Source: an optimization exercise on an open RTL-to-GDS flow (aim: small area, a short achievable clock period and few clock cycles per item). Production flows keep margins and buffers that such runs may drop. No functional check of the RTL was part of any run shown here. Power figures rest on the tool's default switching activity, not on a simulated workload.

## flow/design.v (module list and top-level ports; edited modules follow where they fit)
// module iter_multiplier: 1175 lines
module iter_multiplier (
    input  logic        clk,
    input  logic        rst_n,
    input  logic        mul_start,
    input  logic [63:0] a,
    input  logic [63:0] b,
    input  logic [1:0]  op,
    input  logic        word,
    input  logic        next,
    output logic [63:0] mul_result,
    output logic        mul_ok,
    output logic        busy
);
  // ...
==> flow/flow/run.sh <==
#!/bin/bash
set -e
export BUFFER_PORTS_ARGS="-buffer_cell sky130_fd_sc_hd__buf_2"
bash standard.sh > standard.log 2>&1
==> flow/standard.sh <==
#!/bin/bash
# synth_recipe.tcl (not shown) runs the flow's synth.tcl, then flattens the netlist and writes it again
# the make line also repeats each setting of config.mk as NAME=value (left out here)
make -C /OpenROAD-flow-scripts/flow DESIGN_CONFIG=/design/flow/config.mk WORK_HOME=/design/flow/orfs CLKGATE_MAP_FILE= SYNTH_SCRIPT=/design/flow/synth_recipe.tcl "${@:-finish}"
==> flow/config.mk <==
export PLATFORM = sky130hd
export DESIGN_NAME = iter_multiplier
export DESIGN_NICKNAME = iter_multiplier
export VERILOG_FILES = /design/flow/design.v
export SDC_FILE = /design/flow/constraint.sdc
export NUM_CORES = 4
export LEC_CHECK = 0
export CAP_MARGIN = 20
export CORE_MARGIN = 2
export CORE_UTILIZATION = 40
export SETUP_SLACK_MARGIN = 4.5
export SLEW_MARGIN = 20
==> flow/constraint.sdc <==
create_clock -name core_clock -period 7.5 [get_ports {clk}]
set_input_delay 1.5000 -clock core_clock [delete_from_list [all_inputs] [get_ports {clk}]]
set_output_delay 1.5000 -clock core_clock [all_outputs]
set_load 0.01 [all_outputs]
==> impl_metrics.tcl, run 1 <==
set metrics [dict create \
    power_switching_mw 6.16 \
    cp-startpoint "b_q[22]$_DFFE_PP_" \
    top_power_group "combinational cells" \
    cts_resized 49 \
    synth_warnings 1 \
    rows 93 \
    fin_cells 3517 \
    path_buf_inv 3 \
    regMostFlops "c_q" \
    p_per_area_nw_per_um2 458 \
    nNetsFinal 3124 \
    fillers 6276 \
    finalClockSkew_ns 0.0202 \
    vdd_drop_max_mv 0.198 \
    nFlopsAndLatches 339 \
    synth_compound_area_frac 0.162 \
    ys_seq_area_frac 0.316 \
    slowest_delay_ns 0.42 \
    critPathRequiredTime_ns 6.00 \
    final_cell_mix "fa_1, a22oi_1, xor2_1" \
    hp-class "reg2reg" \
    grt_use_met2 0.386 \
    status "no timing/DRC/antenna violations" \
    power_frac_clock 0.153 \
    dp_slack_ns 3.82 \
    critical_path.most_common_cell "buf_4" \
]
==> run 2, diff against run 1 <==
--- a/flow/config.mk
+++ b/flow/config.mk
@@ -10,3 +10,3 @@
 export CORE_UTILIZATION = 40
-export SETUP_SLACK_MARGIN = 4.5
+export SETUP_SLACK_MARGIN = 4.7
 export SLEW_MARGIN = 20
==> impl_metrics.tcl, run 2 <==
set metrics [dict create \
    grt_pass1_vias 21092 \
    crit_type "reg2out" \
    synth_cells 2578 \
    worstMarginPinSlew_ns 0.893 \
    place_hpwl_um 63500 \
    cp-start-kind "flop" \
    first_pass_iters 6 \
    drc 0 \
    place.gp.congestion 0.952 \
    synth.area.top_cells "fa_1, edfxtp_1, dfxtp_1, xor2_1, a22oi_1" \
    finalClockSkew_ns 0.0274 \
    critPathRequiredTime_ns 6.00 \
    h-tree-depth 2 \
    hold_depth 1 \
    cts.sinks 339 \
    synthArstFlopShare 0.0118 \
    track_usage 0.255 \
    via_per_inst 5.76 \
    crit_fanout 5 \
    place_area_um2 27500 \
    die_h_um 260 \
    seq_area_um2 8400 \
    synthDistinctLibCells 78 \
    start_util 0.406 \
    slowest_delay_ns 0.41 \
    yosysMostFrequentCell "fa_1" \
    cts_buffers 43 \
    slowest_stage "edfxtp_1" \
    vias 21065 \
    ios 201 \
    syn_area_um2 26300 \
    stdcell_area_um2 30900 \
    ant_nets 0 \
    drt-initial-drc-count 2356 \
    final_cell_mix "fa_1, a22oi_1, xor2_1" \
    synth_ff_type "dfxtp_1" \
    hp-class "reg2reg" \
    die_x_um 260 \
    maxCapViolCount 0 \
    grt_pass1_wl_um 131000 \
    vdd_drop_max_mv 0.232 \
    holdBufCountCts 0 \
    synth_top_area_frac 0.208 \
    final_common_cell "fa_1" \
    top_regs "c_q: 67 flops, s_q: 65 flops" \
    core-area_um2 64700 \
    fin_crit_ns 2.84 \
    clk_latency_ns 0.60 \
    cts_tree "done" \
    slew_headroom 0.403 \
    synth_common_cells "fa_1, a22oi_1, xor2_1" \
    ys_seq_area_frac 0.316 \
    endpoint_kind "output port" \
    finalHoldViolations 0 \
    rsz0062_at_grt "true" \
    synth.avg_cell_area_um2 10.2 \
    grt_start_max_net_pins 196 \
    ys_ff_latch 339 \
    worstPathArrival_ns 1.34 \
    dieArea_um2 67700 \
    synthesis.nets 3074 \
    regMostFlops "c_q" \
    setup_viol 0 \
    final_max_slew_viol_count 0 \
    antenna_found_initial 1 \
    fillers 6092 \
    synth_warnings 1 \
    reg2reg_depth 9 \
    p_per_area_nw_per_um2 440 \
    clk_pin_slew_ns 0.06 \
    fmax_mhz 352 \
    cts_max_path_buffers 3 \
    yosys.area.top_type "fa_1" \
    io_buffers 200 \
    drt_wl_total_um 89000 \
    design_power_total_mw 13.6 \
    p_leak_nw 12.5 \
    crit_chain "buf_4, buf_2" \
    status "no timing/DRC/antenna violations" \
    nNetsFinal 3264 \
    area_delta_synth_final_pct 17.6 \
    root_buffer "clkbuf_16" \
    multi_input_area_um2 16900 \
    grt-ovfl-total 0 \
    largest_reg_flops 67 \
    synth-edff-count 149 \
    tns_ns 0 \
    rows 93 \
    period_share 0.378 \
    drive_above_1_share 0.213 \
    wl_per_cell_um 24.3 \
]
==> run 2: cell counts after synthesis <==
Identical to the previous run, type by type.
==> run 2: per-stage QoR <==
stage	setup slack (ns)	hold slack (ns)	cells	utilization
2_1_floorplan	4.70	0.417	2578	-
3_3_place_gp	4.19	0.426	3419	0.426
3_5_place_dp	4.14	0.464	3419	0.426
4_1_cts	4.58	0.476	3547	0.457
5_1_grt	4.59	0.491	3658	0.477
6_report	4.66	0.475	3660	0.477
==> run 2: timing repair <==
action,4_1_cts,5_1_grt
setup buffers,49,107
pin swaps,16,41
resized for setup,102,122
endpoints found under the setup margin,263,167
cloned,0,3
==> run 2: layout make-up <==
| class | instances | share of cell area |
|---|---|---|
| multi-input cells | 1816 | 0.546 |
| flip-flops and latches | 339 | 0.272 |
| repair buffers | 368 | 0.0766 |
| clock buffers | 66 | 0.0427 |
| well taps | 855 | 0.0346 |
| inverters | 199 | 0.0251 |
| clock inverters | 13 | 0.00207 |
| repair inverters | 1 | 0.000365 |
| diodes | 3 | 0.000243 |
==> run 2: worst max-delay path: cells and delay by family, from the launching register on <==
kind / cells / cell delay, ns
buffers and inverters: 2 / 0.34
flip-flops: 1 / 0.41
==> run 2: path summary, 6_finish.rpt <==
path                            slack, ns             endpoint           startpoint
worst max register to register       4.71    b_q[14]$_DFFE_PP_  lo_s_q[6]$_DFFE_PN_
worst max-delay path                 4.66       mul_result[21]    b_q[21]$_DFFE_PP_
worst min register to register       0.47  cnt_q[0]$_SDFF_PP0_  cnt_q[0]$_SDFF_PP0_
min in group asynchronous            0.71    inc_q$_DFFE_PN0P_                rst_n
worst min-delay path                 0.47  cnt_q[0]$_SDFF_PP0_  cnt_q[0]$_SDFF_PP0_
max in group asynchronous            6.65    fix_q$_DFFE_PN0P_                rst_n
==> run 2: per-layer routing <==
layer | up-vias | GRT usage | share of wire
met5 | - | 0.0121 | 0.0013
met4 | 2 | 0.0870 | 0.039
met3 | 215 | 0.0746 | 0.12
met2 | 1160 | 0.397 | 0.45
met1 | 10431 | 0.339 | 0.39
li1 | 9257 | - | -
==> run 2: cell families (layout without fill, tap and decap cells) <==
logic type,after synthesis,in the layout,share of synthesized area
adder cells (fa/ha/maj),361,361,0.250
buffers and inverters,424,647,0.0631
multiplexers,16,16,0.00620
AND/OR/NAND/NOR,463,463,0.0855
flip-flops,339,339,0.316
AO/OA/AOI/OAI,624,625,0.162
XOR/XNOR,351,351,0.117
other,0,3,0
==> run 2: power breakdown <==
part / leakage, nW / switching, mW / internal (mW)
Clock: 0.690 / 0.863 / 1.21
Sequential: 3.15 / 0.702 / 2.52
Combinational: 8.70 / 4.58 / 3.71
Total: 12.5 / 6.15 / 7.44

[port drivers added, routing unchanged]
The results above use ideal ports. As a check the final layouts listed here were re-extracted and re-timed, cells and wires unchanged. Step 1 (the two cells are an assumption about what drives the block):
set clk [get_ports {clk}]
set_driving_cell -lib_cell sky130_fd_sc_hd__clkbuf_16 $clk
set_driving_cell -lib_cell sky130_fd_sc_hd__buf_2 [delete_from_list [all_inputs] $clk]
Step 2 adds t to the input delays and takes it off the output delays; t is the mean of the earliest and latest rising clock arrival at the registers after step 1. Input paths then give back, and output paths get back, about the clock's delay inside the block. a / b / c = ideal / step 1 / step 2; a / b = the first two.
| run | t, ns | setup slack, ns | worst hold slack (ns) | clock arrival spread, ns | pins driven straight from the clock port |
|---|---|---|---|---|---|
| run 1 | 0.645 | 4.534 / 4.473 / 3.964 | 0.468 / 0.468 / 0.468 | 0.020 / 0.020 | 1 |
| run 2 | 0.656 | 4.662 / 4.595 / 4.271 | 0.475 / 0.475 / 0.475 | 0.028 / 0.028 | 1 |
After both steps every run listed still meets setup and hold. For run 1, which loses most, drivers alone change the setup slack by -0.061 ns; drivers and shift together by -0.570 ns.
